From an optimization exercise on the open Yosys and OpenROAD flow, aimed at small area; shortcuts taken in it are not production practice.
RTL that was checked went through simulation tests only; none was proved equivalent to the original.
The RTL of runs 1 to 3 was laid out without a check of its function.
Power and IR drop assume default switching activity.

==> flow/config.mk <==
export PLATFORM = sky130hd
export DESIGN_NAME = eth_commu_top
export DESIGN_NICKNAME = eth_commu_top
export VERILOG_FILES = /design/flow/design.v
export SDC_FILE = /design/flow/constraint.sdc
export NUM_CORES = 4
export LEC_CHECK = 0
export CAP_MARGIN = 20
export CORE_MARGIN = 2
export CORE_UTILIZATION = 40
export SLEW_MARGIN = 20
==> flow/constraint.sdc <==
create_clock -name core_clock -period 12.0 [get_ports {i_clk}]
set_input_delay 2.4000 -clock core_clock [delete_from_list [all_inputs] [get_ports {i_clk}]]
set_output_delay 2.4000 -clock core_clock [all_outputs]
set_load 0.01 [all_outputs]
==> flow/design.v <==
package eth_proto_pkg;
	localparam int eth_head_len = 14;
	localparam int ip_head_len = 20;
	localparam int udp_head_len = 8;
	localparam int udp_stack_len = eth_head_len + ip_head_len + udp_head_len;
	localparam int arp_frame_len = 42;
	localparam logic [15:0] ethertype_ipv4 = 16'h0800;
	localparam logic [15:0] ethertype_arp = 16'h0806;
	localparam logic [7:0] ip_ver_ihl = 8'h45;
	localparam logic [7:0] ip_proto_udp = 8'd17;
	localparam logic [7:0] ip_ttl = 8'd128;
	localparam logic [15:0] udp_port = 16'hFEEF;
	localparam logic [5:0] off_dst_mac = 6'd0;
	localparam logic [5:0] off_src_mac = 6'd6;
	localparam logic [5:0] off_ethertype = 6'd12;
	localparam logic [5:0] off_ip_src = 6'd26;
	localparam logic [5:0] off_arp_sender_mac = 6'd22;
	localparam logic [5:0] off_arp_sender_ip = 6'd28;
	localparam logic [15:0] arp_htype_eth = 16'd1;
	localparam logic [7:0] arp_hw_size = 8'd6;
	localparam logic [7:0] arp_proto_size = 8'd4;
	localparam logic [15:0] arp_op_reply = 16'd2;
endpackage
package commu_pkg;
	typedef logic [7:0] byte_t;
	typedef logic [47:0] mac_t;
	typedef logic [31:0] ip_t;
	typedef logic [10:0] len_t;
	localparam mac_t init_local_mac = 48'h02_00_00_00_00_04;
	localparam mac_t init_dest_mac = 48'h02_00_00_00_00_05;
	localparam ip_t init_local_ip = 32'hC0_A8_01_04;
	localparam ip_t init_dest_ip = 32'hC0_A8_01_05;
	localparam byte_t cmd_set_server = 8'd0;
	localparam byte_t cmd_set_local = 8'd1;
	localparam int cmd_len = 6;
	localparam int rx_keep_len = 42 + cmd_len;
	localparam int rx_slots = 4;
	localparam int rx_slot_w = $clog2(rx_slots);
	localparam int rx_ram_depth = rx_slots * rx_keep_len;
	localparam int rx_ram_aw = $clog2(rx_ram_depth);
endpackage
`timescale 1ns/10ps
module tx_frame_sender
(
	input logic i_clk,
	input logic i_rst_n,
	input logic i_trig_send,
	input commu_pkg::len_t i_data_length,
	input commu_pkg::byte_t i_pck_ident,
	input commu_pkg::byte_t i_pck_idx,
	input commu_pkg::byte_t i_cur_byte,
	input logic local_set,
	input commu_pkg::ip_t local_ip,
	input logic dest_set,
	input commu_pkg::ip_t dest_ip,
	input commu_pkg::mac_t dest_mac,
	input logic arp_req,
	input commu_pkg::ip_t arp_ip,
	input commu_pkg::mac_t arp_mac,
	output logic tx_hdr,
	output logic o_get_cur_byte,
	output logic o_send_over,
	output logic o_tx_valid,
	output logic o_tx_last,
	output commu_pkg::byte_t o_tx_data
);
	logic s_head;
	logic s_pay;
	logic s_done;
	logic s_arp;
	logic idle;
	logic trig_d;
	logic data_pend;
	logic arp_pend;
	logic take_arp;
	logic take_data;
	logic [10:0] cnt;
	logic [10:0] cnt_inc;
	logic [5:0] c6;
	logic head_end;
	logic arp_end;
	logic pay_end;
	commu_pkg::ip_t own_ip;
	commu_pkg::mac_t peer_mac;
	commu_pkg::ip_t peer_ip;
	logic [11:0] tot_len;
	logic [11:0] udp_len;
	logic [7:0] cs_a;
	logic [7:0] cs_b;
	logic cs_c;
	logic cs_take;
	logic [8:0] cs_sum;
	commu_pkg::byte_t var_byte;
	commu_pkg::byte_t const_byte;
	commu_pkg::byte_t tx_next;
	function automatic logic [10:0] inc11(input logic [10:0] v);
		logic c;
		c = 1'b1;
		for (int i = 0; i < 11; i++)
		begin
			inc11[i] = v[i] ^ c;
			c = c & v[i];
		end
	endfunction
	function automatic logic [11:0] addk(input logic [10:0] v, input logic [10:0] k);
		logic c;
		c = 1'b0;
		for (int i = 0; i < 11; i++)
		begin
			addk[i] = v[i] ^ k[i] ^ c;
			c = (v[i] & k[i]) | (c & (v[i] | k[i]));
		end
		addk[11] = c;
	endfunction
	assign own_ip = local_set ? local_ip : commu_pkg::init_local_ip;
	assign idle = !(s_head || s_pay || s_done || s_arp);
	assign take_arp = idle && arp_pend;
	assign take_data = idle && data_pend && !arp_pend;
	assign tx_hdr = s_head || s_arp;
	assign c6 = cnt[5:0];
	assign cnt_inc = inc11(cnt);
	assign head_end = (c6 == 6'd43);
	assign arp_end = (c6 == 6'd41);
	assign pay_end = (cnt == i_data_length);
	assign tot_len = addk(i_data_length, 11'd30);
	assign udp_len = addk(i_data_length, 11'd10);
	always_comb
	begin
		var_byte = 8'h00;
		if (s_head)
			case (c6)
				6'd0: var_byte = peer_mac[47:40];
				6'd1: var_byte = peer_mac[39:32];
				6'd2: var_byte = peer_mac[31:24];
				6'd3: var_byte = peer_mac[23:16];
				6'd4: var_byte = peer_mac[15:8];
				6'd5: var_byte = peer_mac[7:0];
				6'd6, 6'd26: var_byte = own_ip[31:24];
				6'd7, 6'd27: var_byte = own_ip[23:16];
				6'd8, 6'd28: var_byte = own_ip[15:8];
				6'd9, 6'd29: var_byte = own_ip[7:0];
				6'd10, 6'd30: var_byte = peer_ip[31:24];
				6'd11, 6'd31: var_byte = peer_ip[23:16];
				6'd12, 6'd32: var_byte = peer_ip[15:8];
				6'd13, 6'd33: var_byte = peer_ip[7:0];
				6'd16: var_byte = {4'd0, tot_len[11:8]};
				6'd17: var_byte = tot_len[7:0];
				6'd24, 6'd25: var_byte = ~cs_a;
				6'd38: var_byte = {4'd0, udp_len[11:8]};
				6'd39: var_byte = udp_len[7:0];
				6'd42: var_byte = i_pck_ident;
				6'd43: var_byte = i_pck_idx;
				default: var_byte = 8'h00;
			endcase
		else if (s_arp)
			case (c6)
				6'd0, 6'd32: var_byte = peer_mac[47:40];
				6'd1, 6'd33: var_byte = peer_mac[39:32];
				6'd2, 6'd34: var_byte = peer_mac[31:24];
				6'd3, 6'd35: var_byte = peer_mac[23:16];
				6'd4, 6'd36: var_byte = peer_mac[15:8];
				6'd5, 6'd37: var_byte = peer_mac[7:0];
				6'd28: var_byte = own_ip[31:24];
				6'd29: var_byte = own_ip[23:16];
				6'd30: var_byte = own_ip[15:8];
				6'd31: var_byte = own_ip[7:0];
				6'd38: var_byte = peer_ip[31:24];
				6'd39: var_byte = peer_ip[23:16];
				6'd40: var_byte = peer_ip[15:8];
				6'd41: var_byte = peer_ip[7:0];
				default: var_byte = 8'h00;
			endcase
		else if (s_pay)
			var_byte = i_cur_byte;
	end
	always_comb
	begin
		const_byte = 8'h00;
		if (s_head)
			case (c6)
				6'd6: const_byte = 8'h02;
				6'd11: const_byte = 8'h04;
				6'd12: const_byte = 8'h08;
				6'd14: const_byte = 8'h45;
				6'd22: const_byte = 8'h80;
				6'd23: const_byte = 8'h11;
				6'd34, 6'd36: const_byte = 8'hFE;
				6'd35, 6'd37: const_byte = 8'hEF;
				default: const_byte = 8'h00;
			endcase
		else if (s_arp)
			case (c6)
				6'd6, 6'd22: const_byte = 8'h02;
				6'd11, 6'd27: const_byte = 8'h04;
				6'd12, 6'd16: const_byte = 8'h08;
				6'd13, 6'd18: const_byte = 8'h06;
				6'd15: const_byte = 8'h01;
				6'd19: const_byte = 8'h04;
				6'd21: const_byte = 8'h02;
				default: const_byte = 8'h00;
			endcase
	end
	assign cs_take = s_head && (c6 >= 6'd6) && (c6 <= 6'd17) && (c6 != 6'd14) && (c6 != 6'd15);
	assign tx_next = (s_head && c6 >= 6'd6 && c6 <= 6'd13) ? const_byte : (const_byte | var_byte);
	assign cs_sum = 9'(cs_a) + 9'(cs_take ? var_byte : 8'h00) + 9'(cs_c);
	always_ff @(posedge i_clk or negedge i_rst_n)
	begin
		if (!i_rst_n)
		begin
			s_head <= 1'b0;
			s_pay <= 1'b0;
			s_done <= 1'b0;
			s_arp <= 1'b0;
			trig_d <= 1'b0;
			data_pend <= 1'b0;
			arp_pend <= 1'b0;
			o_tx_valid <= 1'b0;
			o_tx_last <= 1'b0;
			o_get_cur_byte <= 1'b0;
			o_send_over <= 1'b0;
		end
		else
		begin
			trig_d <= i_trig_send;
			data_pend <= (i_trig_send && !trig_d) || (data_pend && !take_data);
			arp_pend <= arp_req || (arp_pend && !take_arp);
			o_tx_valid <= s_head || s_pay || s_arp;
			o_get_cur_byte <= s_pay;
			o_send_over <= s_done;
			o_tx_last <= (s_head && head_end && i_data_length == '0) || (s_pay && pay_end)
				|| (s_arp && arp_end);
			s_head <= take_data || (s_head && !head_end);
			s_arp <= take_arp || (s_arp && !arp_end);
			s_pay <= (s_head && head_end && i_data_length != '0) || (s_pay && !pay_end);
			s_done <= (s_head && head_end && i_data_length == '0) || (s_pay && pay_end);
		end
	end
	always_ff @(posedge i_clk)
	begin
		if (take_arp)
		begin
			peer_mac <= arp_mac;
			peer_ip <= arp_ip;
		end
		else if (take_data)
		begin
			peer_mac <= dest_set ? dest_mac : commu_pkg::init_dest_mac;
			peer_ip <= dest_set ? dest_ip : commu_pkg::init_dest_ip;
		end
		o_tx_data <= tx_next;
		if (idle)
			cnt <= '0;
		else if (s_head && head_end)
			cnt <= 11'd1;
		else
			cnt <= cnt_inc;
		if (idle)
		begin
			cs_a <= 8'hC5;
			cs_b <= 8'h11;
			cs_c <= 1'b0;
		end
		else
		begin
			cs_a <= cs_b;
			cs_b <= cs_sum[7:0];
			cs_c <= cs_sum[8];
		end
	end
endmodule
`timescale 1ns/10ps
module rx_frame_buffer
(
	input logic i_clk,
	input logic i_rst_n,
	input logic i_rx_dv,
	input commu_pkg::byte_t i_rx_data,
	input logic i_slot_release,
	input logic i_stage,
	output logic o_slot_valid,
	output logic [111:0] o_rec,
	output logic [2:0] o_kind
);
	logic [2:0] wr_slot;
	logic [2:0] rd_slot;
	logic [5:0] wr_cnt;
	logic rx_dv_d;
	logic capture;
	logic frame_start;
	logic frame_end;
	logic accept;
	logic full;
	logic empty;
	logic wr_en;
	logic keep;
	logic mac_loc;
	logic mac_bc;
	logic et_08;
	logic f_arp;
	logic f_ip;
	logic f_chk;
	logic c_0;
	logic c_1;
	commu_pkg::byte_t rx_data_d;
	logic [2:0] kind_new;
	logic [111:0] rec [4];
	logic [2:0] kind [4];
	commu_pkg::byte_t head [4];
	logic [111:0] stage;
	assign frame_start = i_rx_dv && !rx_dv_d;
	assign frame_end = !i_rx_dv && rx_dv_d;
	assign empty = (wr_slot == rd_slot);
	assign full = (wr_slot[2] != rd_slot[2]) && (wr_slot[1:0] == rd_slot[1:0]);
	assign accept = frame_start ? !full : capture;
	assign wr_en = i_rx_dv && accept && (wr_cnt < 6'd48);
	always_comb
	begin
		keep = 1'b0;
		if (wr_cnt >= 6'd6 && wr_cnt <= 6'd11)
			keep = 1'b1;
		else if (f_arp)
			keep = (wr_cnt >= 6'd22 && wr_cnt <= 6'd35);
		else
			keep = (wr_cnt >= 6'd26 && wr_cnt <= 6'd29) || (wr_cnt >= 6'd44)
				|| (wr_cnt == 6'd42 && i_rx_data[7:1] != 7'd0);
	end
	assign kind_new[0] = f_ip && f_chk;
	assign kind_new[1] = f_arp || (f_ip && f_chk && c_0);
	assign kind_new[2] = f_ip && f_chk && c_1;
	always_ff @(posedge i_clk or negedge i_rst_n)
	begin
		if (!i_rst_n)
		begin
			rx_dv_d <= 1'b0;
			capture <= 1'b0;
			wr_cnt <= '0;
			wr_slot <= '0;
			rd_slot <= '0;
		end
		else
		begin
			rx_dv_d <= i_rx_dv;
			if (frame_start)
				capture <= !full;
			if (wr_en)
				wr_cnt <= wr_cnt + 6'd1;
			if (frame_end)
			begin
				capture <= 1'b0;
				wr_cnt <= '0;
				if (capture)
					wr_slot <= wr_slot + 3'd1;
			end
			if (i_slot_release && !empty)
				rd_slot <= rd_slot + 3'd1;
		end
	end
	always_ff @(posedge i_clk)
	begin
		rx_data_d <= i_rx_data;
		if (wr_en)
		begin
			case (wr_cnt)
				6'd0:
				begin
					mac_loc <= (i_rx_data == 8'h02);
					mac_bc <= (i_rx_data == 8'hFF);
				end
				6'd1, 6'd2, 6'd3, 6'd4:
				begin
					mac_loc <= mac_loc && (i_rx_data == 8'h00);
					mac_bc <= mac_bc && (i_rx_data == 8'hFF);
				end
				6'd5:
				begin
					mac_loc <= mac_loc && (i_rx_data == 8'h04);
					mac_bc <= mac_bc && (i_rx_data == 8'hFF);
				end
				6'd12:
					et_08 <= (i_rx_data == 8'h08);
				6'd13:
				begin
					f_arp <= (mac_loc || mac_bc) && et_08 && (i_rx_data == 8'h06);
					f_ip <= (mac_loc || mac_bc) && et_08 && (i_rx_data == 8'h00);
				end
				6'd42:
				begin
					c_0 <= (i_rx_data == 8'h00);
					c_1 <= (i_rx_data == 8'h01);
				end
				6'd43:
					f_chk <= (i_rx_data == ~rx_data_d);
				default:
					;
			endcase
		end
		for (int s = 0; s < 4; s++)
		begin
			if ((wr_slot[1:0] == 2'(s) && wr_en && keep) || (rd_slot[1:0] == 2'(s) && i_stage))
				rec[s] <= {rec[s][103:0], i_rx_data};
			if (wr_slot[1:0] == 2'(s) && capture)
				kind[s] <= kind_new;
		end
		stage <= {stage[103:0], head[rd_slot[1:0]]};
	end
	assign o_slot_valid = !empty;
	always_comb
		for (int s = 0; s < 4; s++)
			head[s] = rec[s][111:104];
	assign o_rec = stage;
	assign o_kind = kind[rd_slot[1:0]];
endmodule
`timescale 1ns/10ps
module rx_cmd_parser
(
	input logic i_clk,
	input logic i_rst_n,
	input logic i_slot_valid,
	input logic [111:0] i_rec,
	input logic [2:0] i_kind,
	input logic i_tx_hdr,
	output logic o_slot_release,
	output logic o_stage,
	output logic o_local_set,
	output commu_pkg::ip_t o_local_ip,
	output logic o_dest_set,
	output commu_pkg::ip_t o_dest_ip,
	output commu_pkg::mac_t o_dest_mac,
	output logic o_arp_req,
	output commu_pkg::ip_t o_arp_ip,
	output commu_pkg::mac_t o_arp_mac,
	output commu_pkg::byte_t o_cmd,
	output logic [31:0] o_param,
	output logic o_cmd_come
);
	localparam logic [1:0] ps_idle = 2'd0;
	localparam logic [1:0] ps_load = 2'd1;
	localparam logic [1:0] ps_decide = 2'd2;
	logic [1:0] pstate;
	logic [5:0] pcnt;
	logic do_arp;
	logic do_cmd;
	logic local_pend;
	assign o_slot_release = (pstate == ps_decide);
	assign o_stage = (pstate == ps_load) && (pcnt >= 6'd34);
	assign do_arp = o_slot_release && i_kind[1] && !i_kind[0];
	assign do_cmd = o_slot_release && i_kind[0];
	always_ff @(posedge i_clk or negedge i_rst_n)
	begin
		if (!i_rst_n)
		begin
			pstate <= ps_idle;
			o_arp_req <= 1'b0;
			o_cmd_come <= 1'b0;
			local_pend <= 1'b0;
			o_dest_set <= 1'b0;
			o_local_set <= 1'b0;
		end
		else
		begin
			o_arp_req <= do_arp;
			o_cmd_come <= do_cmd && !i_kind[1] && !i_kind[2];
			case (pstate)
				ps_idle:
					if (i_slot_valid)
						pstate <= ps_load;
				ps_load:
					if (pcnt == 6'd47)
						pstate <= ps_decide;
				default:
					pstate <= ps_idle;
			endcase
			if (do_cmd && i_kind[1])
				o_dest_set <= 1'b1;
			if (do_cmd && i_kind[2])
				local_pend <= 1'b1;
			else if (local_pend && !i_tx_hdr)
			begin
				local_pend <= 1'b0;
				o_local_set <= 1'b1;
			end
		end
	end
	always_ff @(posedge i_clk)
	begin
		if (pstate == ps_load)
			pcnt <= pcnt + 6'd1;
		else
			pcnt <= '0;
		if (local_pend && !i_tx_hdr)
			o_local_ip <= o_param;
		if (do_arp)
		begin
			o_arp_mac <= i_rec[111:64];
			o_arp_ip <= i_rec[63:32];
		end
		if (do_cmd && i_kind[1])
		begin
			o_dest_mac <= i_rec[111:64];
			o_dest_ip <= i_rec[63:32];
		end
		if (do_cmd)
		begin
			o_cmd <= (i_kind[1] || i_kind[2]) ? {7'd0, i_kind[2]} : i_rec[39:32];
			o_param <= i_rec[31:0];
		end
	end
endmodule
`timescale 1ns/10ps
module eth_commu_top
(
	input logic i_clk,
	input logic i_rst_n,
	input logic i_trig_send,
	input commu_pkg::len_t i_data_length,
	input commu_pkg::byte_t i_pck_ident,
	input commu_pkg::byte_t i_pck_idx,
	input commu_pkg::byte_t i_cur_byte,
	output logic o_get_cur_byte,
	output logic o_send_over,
	output logic o_tx_valid,
	output logic o_tx_last,
	output commu_pkg::byte_t o_tx_data,
	input logic i_rx_dv,
	input commu_pkg::byte_t i_rx_data,
	output commu_pkg::byte_t o_cmd,
	output logic [31:0] o_param,
	output logic o_cmd_come
);
	commu_pkg::ip_t local_ip;
	logic local_set;
	logic dest_set;
	commu_pkg::ip_t dest_ip;
	commu_pkg::mac_t dest_mac;
	logic arp_req;
	commu_pkg::ip_t arp_ip;
	commu_pkg::mac_t arp_mac;
	logic tx_hdr;
	logic slot_valid;
	logic [111:0] slot_rec;
	logic [2:0] slot_kind;
	logic slot_release;
	logic slot_stage;
	tx_frame_sender u_sender
	(
		.i_clk(i_clk),
		.i_rst_n(i_rst_n),
		.i_trig_send(i_trig_send),
		.i_data_length(i_data_length),
		.i_pck_ident(i_pck_ident),
		.i_pck_idx(i_pck_idx),
		.i_cur_byte(i_cur_byte),
		.local_set(local_set),
		.local_ip(local_ip),
		.dest_set(dest_set),
		.dest_ip(dest_ip),
		.dest_mac(dest_mac),
		.arp_req(arp_req),
		.arp_ip(arp_ip),
		.arp_mac(arp_mac),
		.tx_hdr(tx_hdr),
		.o_get_cur_byte(o_get_cur_byte),
		.o_send_over(o_send_over),
		.o_tx_valid(o_tx_valid),
		.o_tx_last(o_tx_last),
		.o_tx_data(o_tx_data)
	);
	rx_frame_buffer u_rx_buf
	(
		.i_clk(i_clk),
		.i_rst_n(i_rst_n),
		.i_rx_dv(i_rx_dv),
		.i_rx_data(i_rx_data),
		.i_slot_release(slot_release),
		.i_stage(slot_stage),
		.o_slot_valid(slot_valid),
		.o_rec(slot_rec),
		.o_kind(slot_kind)
	);
	rx_cmd_parser u_parser
	(
		.i_clk(i_clk),
		.i_rst_n(i_rst_n),
		.i_slot_valid(slot_valid),
		.i_rec(slot_rec),
		.i_kind(slot_kind),
		.i_tx_hdr(tx_hdr),
		.o_slot_release(slot_release),
		.o_stage(slot_stage),
		.o_local_set(local_set),
		.o_local_ip(local_ip),
		.o_dest_set(dest_set),
		.o_dest_ip(dest_ip),
		.o_dest_mac(dest_mac),
		.o_arp_req(arp_req),
		.o_arp_ip(arp_ip),
		.o_arp_mac(arp_mac),
		.o_cmd(o_cmd),
		.o_param(o_param),
		.o_cmd_come(o_cmd_come)
	);
endmodule
==> flow/flow/run.sh <==
#!/bin/bash
# Standard layout (the standard.sh) with a leaner clock tree and small port buffers:
# small clock buffers, no dummy loads; every port still gets its own buffer.
set -o pipefail
export CTS_ARGS="-sink_clustering_enable -repair_clock_nets -dont_use_dummy_load -buf_list {sky130_fd_sc_hd__clkbuf_4} -root_buf sky130_fd_sc_hd__clkbuf_8"
export BUFFER_PORTS_ARGS="-buffer_cell sky130_fd_sc_hd__buf_1"
bash standard.sh > standard_run.log 2>&1
==> flow/standard.sh <==
#!/bin/bash
# synth_recipe.tcl (not shown) runs the flow's synth.tcl, then flattens the netlist and writes it again
# the make line also repeats each setting of config.mk as NAME=value (left out here)
make -C /OpenROAD-flow-scripts/flow DESIGN_CONFIG=/design/flow/config.mk WORK_HOME=/design/flow/orfs CLKGATE_MAP_FILE= SYNTH_SCRIPT=/design/flow/synth_recipe.tcl "${@:-finish}"
==> results.yml, run 1 <==
status:
  status: "no timing/DRC/antenna violations"
critical_path:
  cp-start-kind: "input port"
  worstPathRequired_ps: 12690
  crit_path_end_kind: "flip-flop"
  arrival_ps: 6300
  crit_fanout: 7
  path_class: "input port to flip-flop"
  rr_worst_depth: 18
sta:
  fin_setup_tns_ps: 0
  slew_headroom_pct: 30.16
  tightest_slew_ps: 1040
  finalHoldViolations: 0
  setup_viol: 0
  min_period_ps: 5603
  fin_crit_sh_pct: 46.69
  rsz0062_at_grt: "false"
  slew_violations: 0
  fmax_ghz: 0.1785
  final.setup_skew_ps: 121.2
placement:
  numPortBuffers: 99
  place_area_um2: 35560
  place_hpwl_mm: 46.30
  routabilityCongestion: 0.9202
route:
  postRouteAntennaNets: 0
  detailedRoute.firstIterationViolations: 1136
  drc: 0
  firstDrtPassIters: 6
  viasPerCell: 5.122
  post_drt_wl_per_cell_um: 20.56
  via_count: 17690
  routed_wl_mm: 71.00
global_route:
  antenna_found_initial: 3
  top_usage_layer: "met2"
  met1_usage_pct: 19.85
  grt_pass1_vias: 17950
  grtUsageTotal_pct: 16.44
  grt-ovfl-total: 0
  grt_pass1_wl_mm: 106.9
  grt_max_degree: 82
  grt_util_met2_pct: 28.02
  grt_use_met3_pct: 4.163
clock_network:
  cts_buffers: 234
  insertion_delay_ps: 830
  clk_pin_slew_ps: 60
  cts_sinks: 974
  cts_root_buffer: "clkbuf_8"
  post-cts-setup-buffers: 0
  cts_hold_buf: 0
  htreeDepth: 4
  cts.path.max_buffers: 3
  cts_tree: "built"
  cts_resized: 0
die:
  num_rows: 106
  core_um2: 83690
  die_area_um2: 86970
  die_w_um: 294.9
  dieHeight_um: 294.9
  boundaryPins: 100
  initial_core_util_pct: 40.45
power:
  p_switching_mw: 2.111
  p_int_mw: 5.431
  combPwrFrac_pct: 16.2
  fin_total_pwr_mw: 7.541
  vdd_ir_drop_max_v: 0.00009017
  swShare_pct: 27.99
  p_clk_share_pct: 25.6
  leakage_nw: 12.67
  powerDensity_nw_per_um2: 202.0
  p_seq_share_pct: 58.2
finish:
  final_cell_mix: "edfxtp_1 (780), clkbuf_4 (233), nand2_1 (206), dfxtp_1 (161), buf_1 (98)"
  area_growth_pct: 10.30
  final_nets: 2406
  final_layout_size_suffix_gt1_share_pct: 13.10
  layout_commonest_cell: "edfxtp_1"
  fin_area_um2: 37330
hold_path:
  hold_depth: 0
  hp-class: "flip-flop to flip-flop"
yosys:
  yosysUniqueCellTypes: 78
  yosysWarnings: 6
  netlist_area_um2: 33850
  synthCells: 2042
  ys_seq_area_share_pct: 81.14
  synth-seq-cells: 974
  synth-edff-count: 780
  synth_nets: 2133
  syn_area_per_cell_um2: 16.58
  synthFlopType: "edfxtp_1"
  async_flop_share_pct: 3.285
flow_run:
  drv_cap: 0
logic make-up (layout without fill, tap and decap cells):
logic type      count (synthesis)  in the layout  share of synthesized area (%)
buf+inv                       140            411                          1.700
fa+ha+maj                      44             44                          1.671
xor+xnor                       35             35                         0.9056
other cells                     0              6                              0
simple gates                  550            550                          7.770
mux                            19             19                         0.6210
flops                         974            974                          81.14
compound gates                280            280                          6.188
metal layers:
| layer | vias to the layer above | part of all wire [%] |
|---|---|---|
| met5 | - | 0 |
| met4 | 0 | 2.5 |
| met3 | 126 | 5.5 |
| met2 | 548 | 51 |
| met1 | 8700 | 41 |
| li1 | 8312 | - |
state kept, by name, summed over array words and instances, names as in the netlist, 2 cells and up:
register and flops:
u_sender.cs_b 8, u_sender.cs_a 8, u_parser.o_dest_mac 48, u_sender.o_tx_data 8, u_rx_buf.kind 12, u_parser.pcnt 6
u_parser.o_param 32, u_sender.peer_mac 48, u_rx_buf.wr_slot 3, u_parser.o_cmd 8, u_sender.peer_ip 32, u_rx_buf.rd_slot 3
u_rx_buf.rx_data_d 8, u_parser.pstate 2, u_rx_buf.wr_cnt 6, u_parser.o_local_ip 32, u_rx_buf.rec 448, u_parser.o_dest_ip 32
u_parser.o_arp_mac 48, u_rx_buf.stage 112, u_sender.cnt 11, u_parser.o_arp_ip 32
synth_stat cells, types with 30 or more instances:
library cell | n | area (um^2)
a21oi_1 | 39 | 195.2
nor3_1 | 30 | 150.1
inv_1 | 48 | 180.2
edfxtp_1 | 780 | 23420
clkbuf_1 | 54 | 202.7
dfxtp_1 | 162 | 3243
dfrtp_1 | 32 | 800.8
o21ai_0 | 36 | 180.2
ha_1 | 42 | 525.5
nand3_1 | 93 | 465.5
and2_1 | 33 | 206.5
nor2_1 | 86 | 322.8
nand2_1 | 207 | 777.0
layout make-up:
class,count,area (um^2)
timing repair buffer,128,590.6
sequential,974,27470
tap,1134,1419
inverter,49,183.9
fill,7414,46350
antenna,6,15.01
multi-input combinational,928,5892
clock buffer,234,1763
worst paths after layout:
kind,from,endpoint,slack (ps)
worst max register to register,u_sender.cnt[2],u_sender.cs_c,6510
worst min-delay path,u_rx_buf.stage[53],u_rx_buf.stage[61],310
max in group asynchronous,i_rst_n,u_parser.o_dest_set,9820
worst max-delay path,i_data_length[1],u_sender.cs_b[7],6400
worst min register to register,u_rx_buf.stage[53],u_rx_buf.stage[61],310
min in group asynchronous,i_rst_n,u_sender.s_head,1670
power groups by stage:
stage                     Clock [mW]  Combinational (mW)  Sequential, mW
after detailed placement           0                1.21            4.47
after global routing            2.18                1.31            4.43
final                           1.93                1.22            4.39
after CTS                       2.03                1.22            4.40
after global placement             0                1.21            4.45
after floorplan                    0               0.792            4.37
through the flow:
step	instances	setup WS (ps)	hold WS (ps)	util, %
2_1_floorplan	2042	4641	326.5	-
3_3_place_gp	3213	5683	330.2	42.49
3_5_place_dp	3213	5627	333.5	42.49
4_1_cts	3447	6475	309.7	44.59
5_1_grt	3452	6159	310.2	44.61
6_report	3453	6397	308.1	44.61
worst max-delay path, cell delays in order:
cell,delay (ps)
buf_1,300
nor3_1,130
ha_1,210
inv_1,160
o21ai_0,110
a21oi_1,220
ha_1,200
ha_1,230
a221oi_1,280
nand3_1,220
and2_1,230
ha_1,280
nor2b_1,130
o21ai_0,220
a21boi_0,170
o21a_1,230
o41ai_1,320
mux2i_1,250
==> inputs of run 2 (changes only) <==
==> flow/flow/run.sh (replaced) <==
#!/bin/bash
# Standard layout (the standard.sh) with a leaner clock tree and small port buffers:
# small clock buffers, no dummy loads; every port still gets its own buffer.
set -o pipefail
export CTS_ARGS="-sink_clustering_enable -repair_clock_nets -dont_use_dummy_load -buf_list {sky130_fd_sc_hd__clkbuf_8 sky130_fd_sc_hd__clkbuf_16}"
export BUFFER_PORTS_ARGS="-buffer_cell sky130_fd_sc_hd__buf_1"
bash standard.sh > standard_run.log 2>&1
==> results.yml, run 2 <==
sta:
  min_period_ps: 5813
  fmax_ghz: 0.1720
  rsz0062_at_grt: "false"
  slew_headroom_pct: 26.58
  setup_viol: 0
  slew_violations: 0
  setup_ws_ps: 6187
  finalHoldViolations: 0
  tightest_slew_ps: 1095
  fin_setup_tns_ps: 0
  fin_crit_sh_pct: 48.44
  final.setup_skew_ps: 89.56
finish:
  final_layout_size_suffix_gt1_share_pct: 7.629
  fin_cells: 3311
  fin_area_um2: 37990
  largest_register_ffs: 448
  top_regs: "u_rx_buf.rec (448), u_rx_buf.stage (112)"
  area_growth_pct: 12.22
  final_cell_mix: "edfxtp_1 (780), nand2_1 (206), dfxtp_1 (161), buf_1 (98), clkbuf_16 (97)"
  final_nets: 2269
  fill_cells: 7268
  regMostFlops: "u_rx_buf.rec"
  layout_commonest_cell: "edfxtp_1"
power:
  leakage_nw: 12.78
  powerDensity_nw_per_um2: 213.4
  vdd_ir_drop_max_v: 0.0001091
  fin_total_pwr_mw: 8.106
yosys:
  yosysUniqueCellTypes: 78
  synth_most_common_cell: "edfxtp_1"
  async_flop_share_pct: 3.285
  synth-edff-count: 780
  yosys-top-cells-area: "edfxtp_1 (69%), dfxtp_1 (9.6%), dfrtp_1 (2.4%)"
  synth_nets: 2133
  yosysWarnings: 6
  yosys.area.top_type: "edfxtp_1"
  synth.top_cell.area_share_pct: 69.20
  ys_seq_area_share_pct: 81.14
  synthCells: 2042
  synth-seq-cells: 974
  netlist_area_um2: 33850
  syn_area_per_cell_um2: 16.58
  synthFlopType: "edfxtp_1"
  synth_commonest_cells: "edfxtp_1 (780), nand2_1 (207), dfxtp_1 (162)"
route:
  routed_wl_mm: 70.12
  met2WireLength_mm: 35.38
  wl_met3_mm: 3.085
  postRouteAntennaNets: 0
  drc: 0
  viasPerCell: 5.105
  post_drt_wl_per_cell_um: 21.18
  met1Wirelength_mm: 29.52
  via_count: 16900
  firstDrtPassIters: 6
  detailedRoute.firstIterationViolations: 1305
  top_layer: "met4"
clock_network:
  clk_pin_slew_ps: 60
  post-cts-setup-buffers: 0
  cts.path.max_buffers: 3
  htreeDepth: 3
  insertion_delay_ps: 670
  cts_tree: "built"
  cts_resized: 0
  cts_hold_buf: 0
  cts_root_buffer: "clkbuf_16"
  cts_sinks: 974
  cts_buffers: 97
critical_path:
  arrival_ps: 6310
  rr_endpoint: "u_sender.cs_c"
  rr_worst_depth: 18
  cp-start-kind: "input port"
  crit_path_end_kind: "flip-flop"
  worstPathRequired_ps: 12500
  path_class: "input port to flip-flop"
  r2r_slack_ps: 6540
  r2r_start: "u_sender.cnt[2]"
  crit_fanout: 7
die:
  dieHeight_um: 294.9
  core_um2: 83690
  boundaryPins: 100
  die_area_um2: 86970
  initial_core_util_pct: 40.45
  num_rows: 106
  die_w_um: 294.9
placement:
  dp_slack_ps: 5627
  routabilityCongestion: 0.9202
  numPortBuffers: 99
  place_hpwl_mm: 46.30
  placed_cells: 3213
  place_area_um2: 35560
global_route:
  antenna_found_initial: 1
  grt_max_degree: 82
  grt_pass1_wl_mm: 105.4
  grt-ovfl-total: 0
  grt_pass1_vias: 16900
  grtUsageTotal_pct: 16.14
hold_path:
  hold_start: "u_rx_buf.stage[62]"
  whs_endpoint: "u_rx_buf.stage[70]"
  hp-class: "flip-flop to flip-flop"
  hold_depth: 0
flow_run:
  drv_cap: 0
status:
  status: "no timing/DRC/antenna violations"
-- run 2: cell counts after synthesis --
Identical to the previous run, type by type.
-- run 2: final cells by class --
type	count	area (um^2)	area share [%]
Clock buffer	97	2427	6.390
Timing Repair Buffer	128	590.6	1.555
Inverter	49	183.9	0.4842
Sequential cell	974	27470	72.32
Multi-Input combinational cell	928	5892	15.51
Antenna cell	1	2.502	0.006588
Tap cell	1134	1419	3.735
-- run 2: layer usage --
metal	vias to the layer above	GRT usage, %
li1	7938	-
met5	-	0
met1	8401	20.52
met2	434	27.87
met4	0	5.625
met3	128	2.783
-- run 2: critical path: stages --
cell,delay (ps)
buf_1,310
nor3_1,130
ha_1,220
inv_1,160
o21ai_0,110
a21oi_1,220
ha_1,200
ha_1,230
a221oi_1,280
nand3_1,220
and2_1,230
ha_1,280
nor2b_1,130
o21ai_0,220
a21boi_0,160
o21a_1,220
o41ai_1,330
mux2i_1,250
-- run 2: power breakdown --
| group | internal, mW | switching (mW) |
|---|---|---|
| clock network | 1.41 | 1.09 |
| registers | 4.16 | 0.230 |
| logic | 0.392 | 0.829 |
| total | 5.96 | 2.15 |
-- run 2: cell families (layout without fill, tap and decap cells) --
logic type / Yosys count / in the layout / synth area share, %
XOR/XNOR: 35 / 35 / 0.9056
AO/OA/AOI/OAI: 280 / 280 / 6.188
AND/OR/NAND/NOR: 550 / 550 / 7.770
flip-flops: 974 / 974 / 81.14
adder cells (fa/ha/maj): 44 / 44 / 1.671
buffers and inverters: 140 / 274 / 1.700
other: 0 / 1 / 0
multiplexers: 19 / 19 / 0.6210
-- run 2: how the worst max path moves through the flow --
stage	end	from	slack (ps)
after floorplan	u_parser.o_arp_req	u_rx_buf.rd_slot[0]	4640
after global placement	u_sender.cs_c	i_data_length[1]	5680
after detailed placement	u_sender.cs_b[7]	i_data_length[1]	5630
after CTS	u_sender.cs_b[7]	i_data_length[1]	6220
after global routing	u_sender.cs_c	i_data_length[1]	5970
final	u_sender.cs_b[7]	i_data_length[1]	6190
-- run 2: per-stage QoR --
step | hold slack [ps] | utilization (%)
after floorplan | 326.5 | -
final | 341.2 | 45.39
after CTS | 333.2 | 45.39
after detailed placement | 333.5 | 42.49
after global routing | 337.2 | 45.39
after global placement | 330.2 | 42.49
==> inputs of run 3 (changes only) <==
--- a/flow/flow/run.sh
+++ b/flow/flow/run.sh
@@ -4,3 +4,3 @@
 set -o pipefail
-export CTS_ARGS="-sink_clustering_enable -repair_clock_nets -dont_use_dummy_load -buf_list {sky130_fd_sc_hd__clkbuf_8 sky130_fd_sc_hd__clkbuf_16}"
+export CTS_ARGS="-sink_clustering_enable -repair_clock_nets -dont_use_dummy_load -buf_list {sky130_fd_sc_hd__clkbuf_16} -sink_clustering_size 30 -sink_clustering_max_diameter 60"
 export BUFFER_PORTS_ARGS="-buffer_cell sky130_fd_sc_hd__buf_1"
==> results.yml, run 3 <==
sta:
  fin_crit_sh_pct: 48.05
  slew_violations: 0
  fmax_ghz: 0.1734
  slew_headroom_pct: 27.93
  fin_setup_tns_ps: 0
  final.setup_skew_ps: 124.3
  finalHoldViolations: 0
  setup_ws_ps: 6234
  setup_viol: 0
  tightest_slew_ps: 1073
  min_period_ps: 5766
  rsz0062_at_grt: "false"
finish:
  final_layout_size_suffix_gt1_share_pct: 5.987
  multi_input_area_um2: 5892
  top_regs: "u_rx_buf.rec (448), u_rx_buf.stage (112)"
  area_growth_pct: 9.415
  largest_register_ffs: 448
  final_nets: 2231
  fin_cells: 3273
  fill_cells: 7372
  final_cell_mix: "edfxtp_1 (780), nand2_1 (206), dfxtp_1 (161), buf_1 (98), nand3_1 (93)"
  ff_latch_area_um2: 27470
  layout_commonest_cell: "edfxtp_1"
  regMostFlops: "u_rx_buf.rec"
hold_path:
  hold_depth: 0
  hp-class: "flip-flop to flip-flop"
  whs_endpoint: "u_rx_buf.rec[1][100]"
  hold_start: "u_rx_buf.rec[1][92]"
critical_path:
  r2r_slack_ps: 6560
  worstPathRequired_ps: 12520
  rr_worst_depth: 17
  crit_path_end_kind: "flip-flop"
  rr_endpoint: "u_sender.cs_b[7]"
  path_class: "input port to flip-flop"
  r2r_start: "u_sender.cnt[2]"
  crit_fanout: 7
  cp-start-kind: "input port"
  arrival_ps: 6290
clock_network:
  clk_pin_slew_ps: 80
  cts_hold_buf: 0
  cts_sinks: 974
  htreeDepth: 2
  cts_tree: "built"
  cts_root_buffer: "clkbuf_16"
  cts_buffers: 59
  cts_resized: 0
  insertion_delay_ps: 690
  post-cts-setup-buffers: 0
  cts.path.max_buffers: 3
yosys:
  yosysWarnings: 6
  synth_nets: 2133
  yosysUniqueCellTypes: 78
  yosys-top-cells-area: "edfxtp_1 (69%), dfxtp_1 (9.6%), dfrtp_1 (2.4%)"
  synth-seq-cells: 974
  netlist_area_um2: 33850
  synth_most_common_cell: "edfxtp_1"
  syn_area_per_cell_um2: 16.58
  synth-edff-count: 780
  ys_seq_area_share_pct: 81.14
  synthFlopType: "edfxtp_1"
  yosys.area.top_type: "edfxtp_1"
  synthCells: 2042
  synth_commonest_cells: "edfxtp_1 (780), nand2_1 (207), dfxtp_1 (162)"
  async_flop_share_pct: 3.285
  synth.top_cell.area_share_pct: 69.20
route:
  drc: 0
  detailedRoute.firstIterationViolations: 1308
  postRouteAntennaNets: 0
  viasPerCell: 5.108
  routed_wl_mm: 69.51
  firstDrtPassIters: 7
  via_count: 16720
  post_drt_wl_per_cell_um: 21.24
placement:
  routabilityCongestion: 0.9202
  dp_slack_ps: 5627
  numPortBuffers: 99
  placed_cells: 3213
  place_hpwl_mm: 46.30
power:
  leakage_nw: 12.31
  p_switching_mw: 2.031
  powerDensity_nw_per_um2: 200.9
  combPwrFrac_pct: 16.4
  p_int_mw: 5.408
  p_seq_share_pct: 58.9
  vdd_ir_drop_max_v: 0.0001298
  fin_total_pwr_mw: 7.440
  swShare_pct: 27.30
  p_clk_share_pct: 24.7
global_route:
  grt_pass1_wl_mm: 104.2
  grt_use_met3_pct: 2.157
  top_usage_layer: "met2"
  grt-ovfl-total: 0
  grt_pass1_vias: 16590
  antenna_found_initial: 1
  grt_util_met2_pct: 27.90
  met1_usage_pct: 20.36
  grt_max_degree: 82
  grtUsageTotal_pct: 15.88
die:
  boundaryPins: 100
  initial_core_util_pct: 40.45
  dieHeight_um: 294.9
  die_area_um2: 86970
  core_um2: 83690
  die_w_um: 294.9
  num_rows: 106
flow_run:
  drv_cap: 0
status:
  status: "no timing/DRC/antenna violations"
## run 3: cell counts after synthesis
No cell type changed its count.
## run 3: critical path, cell delays in order
cell and delay [ps]:
buf_1 300, nor3_1 130, ha_1 220, inv_1 160
o21ai_0 110, a21oi_1 220, ha_1 200, ha_1 230
a221oi_1 280, nand3_1 210, and2_1 220, ha_1 280
nor2b_1 130, o21ai_0 220, a21boi_0 160, o21a_1 220
o41ai_1 330, mux2i_1 250
## run 3: stage by stage
step           hold slack, ps  util, %  area, um^2
2_1_floorplan           326.5        -       33850
3_3_place_gp            330.2    42.49       35560
3_5_place_dp            333.5    42.49       35560
4_1_cts                 303.6    44.25       37030
5_1_grt                 302.1    44.25       37040
6_report                320.2    44.25       37040
## run 3: how the worst max path moves through the flow
stage	from	cells past startpoint	to	slack, ps
2_1_floorplan	u_rx_buf.rd_slot[0]	6	u_parser.o_arp_req	4640
3_3_place_gp	i_data_length[1]	19	u_sender.cs_c	5680
3_5_place_dp	i_data_length[1]	18	u_sender.cs_b[7]	5630
4_1_cts	i_data_length[1]	18	u_sender.cs_b[7]	6240
5_1_grt	i_data_length[1]	19	u_sender.cs_c	5990
6_report	i_data_length[1]	18	u_sender.cs_b[7]	6230
## run 3: logic make-up after synthesis
logic type	Yosys count	synth area share [%]
compound gates	280	6.188
xor+xnor	35	0.9056
fa+ha+maj	44	1.671
buf+inv	140	1.700
flops	974	81.14
mux	19	0.6210
simple gates	550	7.770
## run 3: layout make-up
cell class	instances	area share [%]
sequential	974	74.18
multi-input combinational	928	15.91
clock buffer	59	3.986
tap	1134	3.831
timing repair buffer	128	1.595
inverter	49	0.4966
antenna	1	0.006757
## run 3: layer usage
layer / share of wire, % / vias to the layer above
met5: 0 / -
met4: 2.8 / 0
met3: 4.3 / 101
met2: 51 / 434
met1: 42 / 8316
li1: - / 7869
## run 3: power by group through the flow
stage / registers, mW / logic, mW / clock network (mW)
after global routing: 4.43 / 1.31 / 2.01
final: 4.38 / 1.22 / 1.83
after floorplan: 4.37 / 0.792 / 0
after detailed placement: 4.47 / 1.21 / 0
after CTS: 4.39 / 1.22 / 1.90
after global placement: 4.45 / 1.21 / 0
==> inputs of run 4 (changes only) <==
--- a/flow/design.v
+++ b/flow/design.v
@@ -83,4 +83,7 @@
 	commu_pkg::ip_t own_ip;
-	commu_pkg::mac_t peer_mac;
-	commu_pkg::ip_t peer_ip;
+	logic [79:0] peer;
+	logic [79:0] peer_src;
+	commu_pkg::byte_t tap_a;
+	commu_pkg::byte_t tap_b;
+	commu_pkg::byte_t tap_c;
 	logic [11:0] tot_len;
@@ -115,2 +118,7 @@
 	assign own_ip = local_set ? local_ip : commu_pkg::init_local_ip;
+	assign peer_src = take_arp ? {arp_mac, arp_ip}
+		: (dest_set ? {dest_mac, dest_ip} : {commu_pkg::init_dest_mac, commu_pkg::init_dest_ip});
+	assign tap_a = peer[79:72];
+	assign tap_b = peer[31:24];
+	assign tap_c = peer[15:8];
 	assign idle = !(s_head || s_pay || s_done || s_arp);
@@ -131,16 +139,8 @@
 			case (c6)
-				6'd0: var_byte = peer_mac[47:40];
-				6'd1: var_byte = peer_mac[39:32];
-				6'd2: var_byte = peer_mac[31:24];
-				6'd3: var_byte = peer_mac[23:16];
-				6'd4: var_byte = peer_mac[15:8];
-				6'd5: var_byte = peer_mac[7:0];
-				6'd6, 6'd26: var_byte = own_ip[31:24];
-				6'd7, 6'd27: var_byte = own_ip[23:16];
-				6'd8, 6'd28: var_byte = own_ip[15:8];
-				6'd9, 6'd29: var_byte = own_ip[7:0];
-				6'd10, 6'd30: var_byte = peer_ip[31:24];
-				6'd11, 6'd31: var_byte = peer_ip[23:16];
-				6'd12, 6'd32: var_byte = peer_ip[15:8];
-				6'd13, 6'd33: var_byte = peer_ip[7:0];
+				6'd0, 6'd1, 6'd2, 6'd3, 6'd4, 6'd5, 6'd6, 6'd7, 6'd8, 6'd9: var_byte = tap_a;
+				6'd10, 6'd26: var_byte = own_ip[31:24];
+				6'd11, 6'd27: var_byte = own_ip[23:16];
+				6'd12, 6'd28: var_byte = own_ip[15:8];
+				6'd13, 6'd29: var_byte = own_ip[7:0];
+				6'd30, 6'd31, 6'd32, 6'd33: var_byte = tap_b;
 				6'd16: var_byte = {4'd0, tot_len[11:8]};
@@ -156,8 +156,3 @@
 			case (c6)
-				6'd0, 6'd32: var_byte = peer_mac[47:40];
-				6'd1, 6'd33: var_byte = peer_mac[39:32];
-				6'd2, 6'd34: var_byte = peer_mac[31:24];
-				6'd3, 6'd35: var_byte = peer_mac[23:16];
-				6'd4, 6'd36: var_byte = peer_mac[15:8];
-				6'd5, 6'd37: var_byte = peer_mac[7:0];
+				6'd0, 6'd1, 6'd2, 6'd3, 6'd4, 6'd5: var_byte = tap_a;
 				6'd28: var_byte = own_ip[31:24];
@@ -166,6 +161,4 @@
 				6'd31: var_byte = own_ip[7:0];
-				6'd38: var_byte = peer_ip[31:24];
-				6'd39: var_byte = peer_ip[23:16];
-				6'd40: var_byte = peer_ip[15:8];
-				6'd41: var_byte = peer_ip[7:0];
+				6'd32, 6'd33, 6'd34, 6'd35, 6'd36, 6'd37, 6'd38, 6'd39, 6'd40, 6'd41:
+					var_byte = tap_c;
 				default: var_byte = 8'h00;
@@ -239,12 +232,6 @@
 	begin
-		if (take_arp)
-		begin
-			peer_mac <= arp_mac;
-			peer_ip <= arp_ip;
-		end
-		else if (take_data)
-		begin
-			peer_mac <= dest_set ? dest_mac : commu_pkg::init_dest_mac;
-			peer_ip <= dest_set ? dest_ip : commu_pkg::init_dest_ip;
-		end
+		if (take_arp || take_data)
+			peer <= peer_src;
+		else
+			peer <= {peer[71:0], peer[79:72]};
 		o_tx_data <= tx_next;
@@ -278,3 +265,4 @@
 	input logic i_slot_release,
-	input logic i_stage,
+	input logic i_stage_arm,
+	input logic i_loading,
 	output logic o_slot_valid,
@@ -295,2 +283,6 @@
 	logic keep;
+	logic [3:0] phase;
+	logic match;
+	logic stg_on;
+	logic stg_en;
 	logic mac_loc;
@@ -305,5 +297,5 @@
 	logic [2:0] kind_new;
-	logic [111:0] rec [4];
+	logic [111:0] ring [4];
 	logic [2:0] kind [4];
-	commu_pkg::byte_t head [4];
+	logic [3:0] start [4];
 	logic [111:0] stage;
@@ -321,3 +313,3 @@
 		else if (f_arp)
-			keep = (wr_cnt >= 6'd22 && wr_cnt <= 6'd35);
+			keep = (wr_cnt >= 6'd22 && wr_cnt <= 6'd31);
 		else
@@ -329,2 +321,4 @@
 	assign kind_new[2] = f_ip && f_chk && c_1;
+	assign match = (phase == start[rd_slot[1:0]]);
+	assign stg_en = (i_stage_arm && match) || (stg_on && !match);
 	always_ff @(posedge i_clk or negedge i_rst_n)
@@ -338,2 +332,4 @@
 			rd_slot <= '0;
+			phase <= '0;
+			stg_on <= 1'b0;
 		end
@@ -342,2 +338,4 @@
 			rx_dv_d <= i_rx_dv;
+			phase <= (phase == 4'd13) ? 4'd0 : phase + 4'd1;
+			stg_on <= i_loading && stg_en;
 			if (frame_start)
@@ -398,13 +396,15 @@
 		begin
-			if ((wr_slot[1:0] == 2'(s) && wr_en && keep) || (rd_slot[1:0] == 2'(s) && i_stage))
-				rec[s] <= {rec[s][103:0], i_rx_data};
+			if (wr_slot[1:0] == 2'(s) && wr_en && keep)
+				ring[s] <= {ring[s][103:0], i_rx_data};
+			else
+				ring[s] <= {ring[s][103:0], ring[s][111:104]};
 			if (wr_slot[1:0] == 2'(s) && capture)
 				kind[s] <= kind_new;
+			if (wr_slot[1:0] == 2'(s) && frame_start && !full)
+				start[s] <= phase;
 		end
-		stage <= {stage[103:0], head[rd_slot[1:0]]};
+		if (stg_en)
+			stage <= {stage[103:0], ring[rd_slot[1:0]][111:104]};
 	end
 	assign o_slot_valid = !empty;
-	always_comb
-		for (int s = 0; s < 4; s++)
-			head[s] = rec[s][111:104];
 	assign o_rec = stage;
@@ -422,3 +422,4 @@
 	output logic o_slot_release,
-	output logic o_stage,
+	output logic o_stage_arm,
+	output logic o_loading,
 	output logic o_local_set,
@@ -444,3 +445,4 @@
 	assign o_slot_release = (pstate == ps_decide);
-	assign o_stage = (pstate == ps_load) && (pcnt >= 6'd34);
+	assign o_loading = (pstate == ps_load);
+	assign o_stage_arm = (pstate == ps_load) && (pcnt >= 6'd20) && (pcnt <= 6'd33);
 	assign do_arp = o_slot_release && i_kind[1] && !i_kind[0];
@@ -493,4 +495,4 @@
 		begin
-			o_arp_mac <= i_rec[111:64];
-			o_arp_ip <= i_rec[63:32];
+			o_arp_mac <= i_rec[47:0];
+			o_arp_ip <= i_rec[111:80];
 		end
@@ -498,4 +500,4 @@
 		begin
-			o_dest_mac <= i_rec[111:64];
-			o_dest_ip <= i_rec[63:32];
+			o_dest_mac <= i_rec[63:16];
+			o_dest_ip <= {i_rec[15:0], i_rec[111:96]};
 		end
@@ -503,4 +505,4 @@
 		begin
-			o_cmd <= (i_kind[1] || i_kind[2]) ? {7'd0, i_kind[2]} : i_rec[39:32];
-			o_param <= i_rec[31:0];
+			o_cmd <= (i_kind[1] || i_kind[2]) ? {7'd0, i_kind[2]} : i_rec[111:104];
+			o_param <= i_rec[95:64];
 		end
@@ -542,3 +544,4 @@
 	logic slot_release;
-	logic slot_stage;
+	logic slot_stage_arm;
+	logic slot_loading;
 	tx_frame_sender u_sender
@@ -574,3 +577,4 @@
 		.i_slot_release(slot_release),
-		.i_stage(slot_stage),
+		.i_stage_arm(slot_stage_arm),
+		.i_loading(slot_loading),
 		.o_slot_valid(slot_valid),
@@ -588,3 +592,4 @@
 		.o_slot_release(slot_release),
-		.o_stage(slot_stage),
+		.o_stage_arm(slot_stage_arm),
+		.o_loading(slot_loading),
 		.o_local_set(local_set),
==> flow/flow/run.sh (replaced) <==
#!/bin/bash
# Standard layout (the standard.sh) with a leaner clock tree and small port buffers:
# small clock buffers, no dummy loads; every port still gets its own buffer.
set -o pipefail
export CTS_ARGS="-sink_clustering_enable -repair_clock_nets -dont_use_dummy_load -buf_list {sky130_fd_sc_hd__clkbuf_16} -sink_clustering_size 36 -sink_clustering_max_diameter 60"
export BUFFER_PORTS_ARGS="-buffer_cell sky130_fd_sc_hd__buf_1"
bash standard.sh > standard_run.log 2>&1
==> results.yml, run 4 <==
yosys:
  synth-edff-count: 380
  synth.top_cell.area_share_pct: 37.42
  synth_commonest_cells: "dfxtp_1 (578), edfxtp_1 (380), nor2_1 (141)"
  synthCells: 2124
  yosys-top-cells-area: "dfxtp_1 (37%), edfxtp_1 (37%), dfrtp_1 (3.0%)"
  yosys.area.top_type: "dfxtp_1"
  synthFlopType: "dfxtp_1"
  async_flop_share_pct: 3.719
  synth_most_common_cell: "dfxtp_1"
  synth-seq-cells: 995
  synth_nets: 2217
  yosysWarnings: 6
  syn_area_per_cell_um2: 14.56
  yosysUniqueCellTypes: 82
  netlist_area_um2: 30920
  ys_seq_area_share_pct: 77.32
sta:
  min_period_ps: 5925
  fmax_ghz: 0.1688
  tightest_slew_ps: 1039
  setup_ws_ps: 6075
  finalHoldViolations: 0
  fin_setup_tns_ps: 0
  fin_crit_sh_pct: 49.37
  slew_headroom_pct: 29.80
  final.setup_skew_ps: 107.7
  slew_violations: 0
  holdWs_ps: 286.9
  rsz0062_at_grt: "false"
  setup_viol: 0
global_route:
  grt-ovfl-total: 0
  grt_pass1_vias: 16040
  grt_max_degree: 97
  grtUsageTotal_pct: 16.30
  antenna_found_initial: 0
  grt_pass1_wl_mm: 99.22
finish:
  largest_register_ffs: 448
  fin_util_pct: 44.11
  layout_commonest_cell: "dfxtp_1"
  final_cell_mix: "dfxtp_1 (578), edfxtp_1 (380), nor2_1 (139), nand2_1 (136), nand3_1 (104)"
  area_growth_pct: 8.716
  regMostFlops: "u_rx_buf.ring"
  fin_area_um2: 33610
  final_layout_size_suffix_gt1_share_pct: 6.239
  num_antenna_cells: 0
  final_nets: 2291
  fin_cells: 3226
  top_regs: "u_rx_buf.ring (448), u_rx_buf.stage (112), u_sender.peer (80)"
critical_path:
  crit_fanout: 6
  arrival_ps: 6380
  cp-start-kind: "input port"
  r2r_slack_ps: 7270
  crit_path_end_kind: "flip-flop"
  r2r_start: "u_sender.cnt[0]"
  rr_endpoint: "u_sender.cs_c"
  rr_worst_depth: 16
  crit_path_start: "i_data_length[1]"
  path_class: "input port to flip-flop"
  worstPathRequired_ps: 12450
  crit_path_end: "u_sender.cs_c"
die:
  core_um2: 76200
  die_area_um2: 79540
  initial_core_util_pct: 40.58
  num_rows: 101
  boundaryPins: 100
  die_w_um: 282.0
  dieHeight_um: 282.0
route:
  post_drt_wl_per_cell_um: 20.14
  postRouteAntennaNets: 0
  via_count: 16310
  routed_wl_mm: 64.96
  drc: 0
  firstDrtPassIters: 5
  viasPerCell: 5.055
  detailedRoute.firstIterationViolations: 1327
clock_network:
  cts_resized: 0
  cts_tree: "built"
  cts_root_buffer: "clkbuf_16"
  cts_hold_buf: 0
  insertion_delay_ps: 640
  post-cts-setup-buffers: 0
  clk_pin_slew_ps: 120
  cts.path.max_buffers: 3
  cts_buffers: 49
  htreeDepth: 2
  cts_sinks: 995
placement:
  place_hpwl_mm: 42.98
  numPortBuffers: 99
  dp_slack_ps: 5487
  place_area_um2: 32390
  placed_cells: 3177
  routabilityCongestion: 0.9219
power:
  vdd_ir_drop_max_v: 0.0001381
  leakage_nw: 11.94
  powerDensity_nw_per_um2: 210.0
  fin_total_pwr_mw: 7.059
status:
  status: "no timing/DRC/antenna violations"
flow_run:
  drv_cap: 0
hold_path:
  hp-class: "flip-flop to flip-flop"
==> run 4: how the worst min path moves through the flow <==
stage	from	endpoint	slack, ps	depth (start not counted)
4_1_cts	u_rx_buf.ring[2][94]	u_rx_buf.ring[2][102]	290	0
6_report	u_rx_buf.ring[0][102]	u_rx_buf.ring[0][110]	290	0
3_3_place_gp	u_rx_buf.ring[0][22]	u_rx_buf.ring[0][30]	310	0
2_1_floorplan	u_rx_buf.ring[0][92]	u_rx_buf.ring[0][100]	310	0
3_5_place_dp	u_rx_buf.ring[0][41]	u_rx_buf.ring[0][49]	310	0
5_1_grt	u_rx_buf.ring[0][62]	u_rx_buf.ring[0][70]	290	0
==> run 4: final cells by class <==
class	instances	area, um^2
fill	6877	42590
sequential	995	23910
timing repair buffer	122	545.5
tap	1030	1289
inverter	32	120.1
clock buffer	49	1226
multi-input combinational	998	6523
==> run 4: routing by layer <==
layer  vias to the layer above  global-route usage (%)  wire length (um)
li1                       7687                       -                 -
met1                      8143                   21.87             29110
met2                       375                   27.25             30940
met4                         0                   5.428              2033
met3                       101                   2.321              2873
met5                         -                       0                 0
==> run 4: cell families (layout without fill, tap and decap cells) <==
kind of cell,count (synthesis),count (layout),synth area share (%)
DFF,995,995,77.32
and+or+nand+nor,554,554,8.834
AOI/OAI and AO/OA,310,310,7.013
buffers and inverters,131,203,1.744
xor gates and xnor gates,48,48,1.360
adders and majority gates,47,47,1.942
muxes,39,39,1.785
==> run 4: power by group <==
group	leakage, nW	total [mW]	switching [mW]	internal [mW]
clock network	0.604	1.68	0.949	0.727
registers	8.60	4.23	0.253	3.97
logic	2.73	1.16	0.753	0.403
total	11.9	7.06	1.95	5.10
==> run 4: critical path, stage by stage <==
cell	delay (ps)
buf_1	180
nor3_1	280
ha_1	220
a21oi_1	50
a31oi_1	190
nor2_1	90
ha_1	190
ha_1	290
a221oi_1	300
o2111ai_1	160
nor3_1	390
nor2_1	140
fa_1	450
a21o_1	170
a21oi_1	230
o21bai_1	90
a21o_1	210
a211oi_1	270
nor2_1	90
==> inputs of run 5 (changes only) <==
==> flow/flow/run.sh (replaced) <==
#!/bin/bash
# Standard layout (the standard.sh) with a leaner clock tree and small port buffers:
# small clock buffers, no dummy loads; every port still gets its own buffer.
set -o pipefail
export CTS_ARGS="-sink_clustering_enable -repair_clock_nets -dont_use_dummy_load -buf_list {sky130_fd_sc_hd__clkbuf_8} -sink_clustering_size 20 -sink_clustering_max_diameter 45"
export BUFFER_PORTS_ARGS="-buffer_cell sky130_fd_sc_hd__buf_1"
bash standard.sh > standard_run.log 2>&1
==> results.yml, run 5 <==
yosys:
  synthCells: 2124
  async_flop_share_pct: 3.719
  synth-edff-count: 380
  synth_most_common_cell: "dfxtp_1"
  ys_seq_area_share_pct: 77.32
  syn_area_per_cell_um2: 14.56
  synth_nets: 2217
  netlist_area_um2: 30920
  yosys.area.top_type: "dfxtp_1"
  synth-seq-cells: 995
  yosys-top-cells-area: "dfxtp_1 (37%), edfxtp_1 (37%), dfrtp_1 (3.0%)"
  synth_commonest_cells: "dfxtp_1 (578), edfxtp_1 (380), nor2_1 (141)"
  synth.top_cell.area_share_pct: 37.42
  yosysUniqueCellTypes: 82
  yosysWarnings: 6
  synthFlopType: "dfxtp_1"
critical_path:
  crit_top_cell: "ha_1"
  crit_path_start: "i_data_length[1]"
  rr_endpoint: "u_sender.cs_b[7]"
  crit_chain: "buf_1, nor3_1, ha_1, a21oi_1, a31oi_1, nor2_1, ha_1, ha_1, a221oi_1, o2111ai_1, nor3_1, nor2_1, ha_1, nor2b_1, o21ai_0, a21boi_0, o21a_1, o41ai_1, mux2i_1"
  cp_slowest_stage_delay_ps: 400
  path_class: "input port to flip-flop"
  crit_path_end: "u_sender.cs_b[7]"
  r2r_slack_ps: 7240
  arrival_ps: 6460
  slowest_stage: "nor3_1"
  r2r_start: "u_sender.cnt[1]"
  rr_worst_depth: 16
  crit_fanout: 6
  cp-start-kind: "input port"
  worstPathRequired_ps: 12560
  crit_path_end_kind: "flip-flop"
sta:
  tightest_slew_ps: 1059
  rsz0062_at_grt: "false"
  slew_violations: 0
  min_period_ps: 5905
  fin_crit_sh_pct: 49.21
  setup_viol: 0
  finalHoldViolations: 0
  final.setup_skew_ps: 93.04
  fmax_ghz: 0.1694
  slew_headroom_pct: 28.42
  fin_setup_tns_ps: 0
flow_run:
  drv_cap: 0
clock_network:
  cts_root_buffer: "clkbuf_8"
  htreeDepth: 3
  cts_buffers: 93
  post-cts-setup-buffers: 0
  cts_hold_buf: 0
  insertion_delay_ps: 730
  cts_sinks: 995
  clk_pin_slew_ps: 110
  cts_resized: 0
  cts_tree: "built"
  cts.path.max_buffers: 3
die:
  die_area_um2: 79540
  core_um2: 76200
  initial_core_util_pct: 40.58
  dieHeight_um: 282.0
  boundaryPins: 100
  die_w_um: 282.0
  num_rows: 101
placement:
  placed_cells: 3177
  place_hpwl_mm: 42.98
  place_area_um2: 32390
  numPortBuffers: 99
  routabilityCongestion: 0.9219
route:
  postRouteAntennaNets: 0
  detailedRoute.firstIterationViolations: 1411
  firstDrtPassIters: 5
  drc: 0
  via_count: 16500
  post_drt_wl_per_cell_um: 20.10
  viasPerCell: 5.046
  routed_wl_mm: 65.74
finish:
  regMostFlops: "u_rx_buf.ring"
  final_cell_mix: "dfxtp_1 (578), edfxtp_1 (380), nor2_1 (139), nand2_1 (136), nand3_1 (104)"
  top_regs: "u_rx_buf.ring (448), u_rx_buf.stage (112), u_sender.peer (80)"
  area_growth_pct: 8.898
  final_nets: 2335
  layout_commonest_cell: "dfxtp_1"
  fin_util_pct: 44.19
  final_layout_size_suffix_gt1_share_pct: 8.080
  fin_cells: 3271
  largest_register_ffs: 448
  fin_area_um2: 33670
hold_path:
  hp-class: "flip-flop to flip-flop"
global_route:
  grt_pass1_wl_mm: 100.6
  antenna_found_initial: 1
  grt_pass1_vias: 16370
  grt_use_met3_pct: 3.081
  grtUsageTotal_pct: 16.60
  grt_max_degree: 97
  met1_usage_pct: 21.91
  grt_util_met2_pct: 27.18
  top_usage_layer: "met2"
  grt-ovfl-total: 0
status:
  status: "no timing/DRC/antenna violations"
power:
  powerDensity_nw_per_um2: 209.5
  fin_total_pwr_mw: 7.053
  leakage_nw: 12.00
  vdd_ir_drop_max_v: 0.0001339
==> run 5: cell counts after synthesis <==
Identical to the previous run, type by type.
==> run 5: report_power, final <==
part / internal (mW) / switching, mW
registers: 3.98 / 0.254
clock network: 0.687 / 0.981
logic: 0.403 / 0.752
total: 5.07 / 1.99
==> run 5: worst min path at each step <==
| stage | start | end | slack (ps) | cells after the start |
|---|---|---|---|---|
| after floorplan | u_rx_buf.ring[0][92] | u_rx_buf.ring[0][100] | 310 | 0 |
| after global placement | u_rx_buf.ring[0][22] | u_rx_buf.ring[0][30] | 310 | 0 |
| after detailed placement | u_rx_buf.ring[0][41] | u_rx_buf.ring[0][49] | 310 | 0 |
| after CTS | u_rx_buf.ring[1][82] | u_rx_buf.ring[1][90] | 270 | 0 |
| after global routing | u_rx_buf.ring[2][97] | u_rx_buf.ring[2][105] | 260 | 0 |
| final | u_rx_buf.ring[1][82] | u_rx_buf.ring[1][90] | 270 | 0 |
==> run 5: kinds of logic after synthesis <==
family                   count (synthesis)  synth area share [%]
AO/OA/AOI/OAI                          310                 7.013
XOR/XNOR                                48                 1.360
adder cells (fa/ha/maj)                 47                 1.942
buffers and inverters                  131                 1.744
flip-flops                             995                 77.32
multiplexers                            39                 1.785
AND/OR/NAND/NOR                        554                 8.834
==> run 5: stage by stage <==
step | hold slack (ps) | worst slack (ps)
5_1_grt | 264.1 | 5861
4_1_cts | 271.6 | 6167
2_1_floorplan | 309.6 | 4444
6_report | 270.0 | 6095
3_3_place_gp | 310.3 | 5606
3_5_place_dp | 312.1 | 5487
==> run 5: layout make-up <==
cell class,instances,area [um^2]
clock buffer,93,1280
timing repair buffer,122,545.5
multi-input combinational,998,6523
inverter,32,120.1
antenna,1,2.502
fill,6887,42530
sequential,995,23910
tap,1030,1289
==> run 5: worst max-delay path: cells and delay by family <==
| family | cells | cell delay, ps |
|---|---|---|
| mux | 1 | 220 |
| fa+ha+maj | 4 | 990 |
| simple gates | 5 | 1020 |
| compound gates | 8 | 1640 |
| buf+inv | 1 | 170 |
==> run 5: routing by layer <==
metal  part of all wire, %  up-vias  wire, um
met5                     0        -         0
met4                   3.7        0      2432
met3                   4.9      134      3208
met2                    47      439     31040
met1                    44     8163     29050
li1                      -     7768         -

-- port drivers added, routing unchanged --
The flow's constraints put no driver on any port. The routed layouts listed below were extracted and timed again, unchanged, in two steps.
Step 1 assumes that a clkbuf_16 drives the clock port and a buf_2 every other input.
Step 2 times the ports against the registers' clock, not the clock port: input delays grow and output delays shrink by t, the midpoint of the rising clock arrivals with the driver on.
a / b / c = ideal ports / drivers / drivers and shift; a / b = the first two.
| run | t, ns | setup slack, ns | slew at the worst register clock pin (ns) | pins driven straight from the clock port |
|---|---|---|---|---|
| run 1 | 0.845 | 6.397 / 6.435 / 5.590 | 0.07 / 0.07 | 1 |
| run 2 | 0.684 | 6.187 / 6.225 / 5.541 | 0.06 / 0.06 | 1 |
| run 3 | 0.688 | 6.234 / 6.274 / 5.587 | 0.10 / 0.10 | 1 |
| run 4 | 0.657 | 6.075 / 6.117 / 5.460 | 0.12 / 0.12 | 1 |
| run 5 | 0.729 | 6.095 / 6.128 / 5.399 | 0.11 / 0.11 | 1 |
After both steps every run listed still meets setup and hold. The setup slack of run 1, which loses most, moves by +0.038 ns with the drivers and by -0.807 ns with both steps.
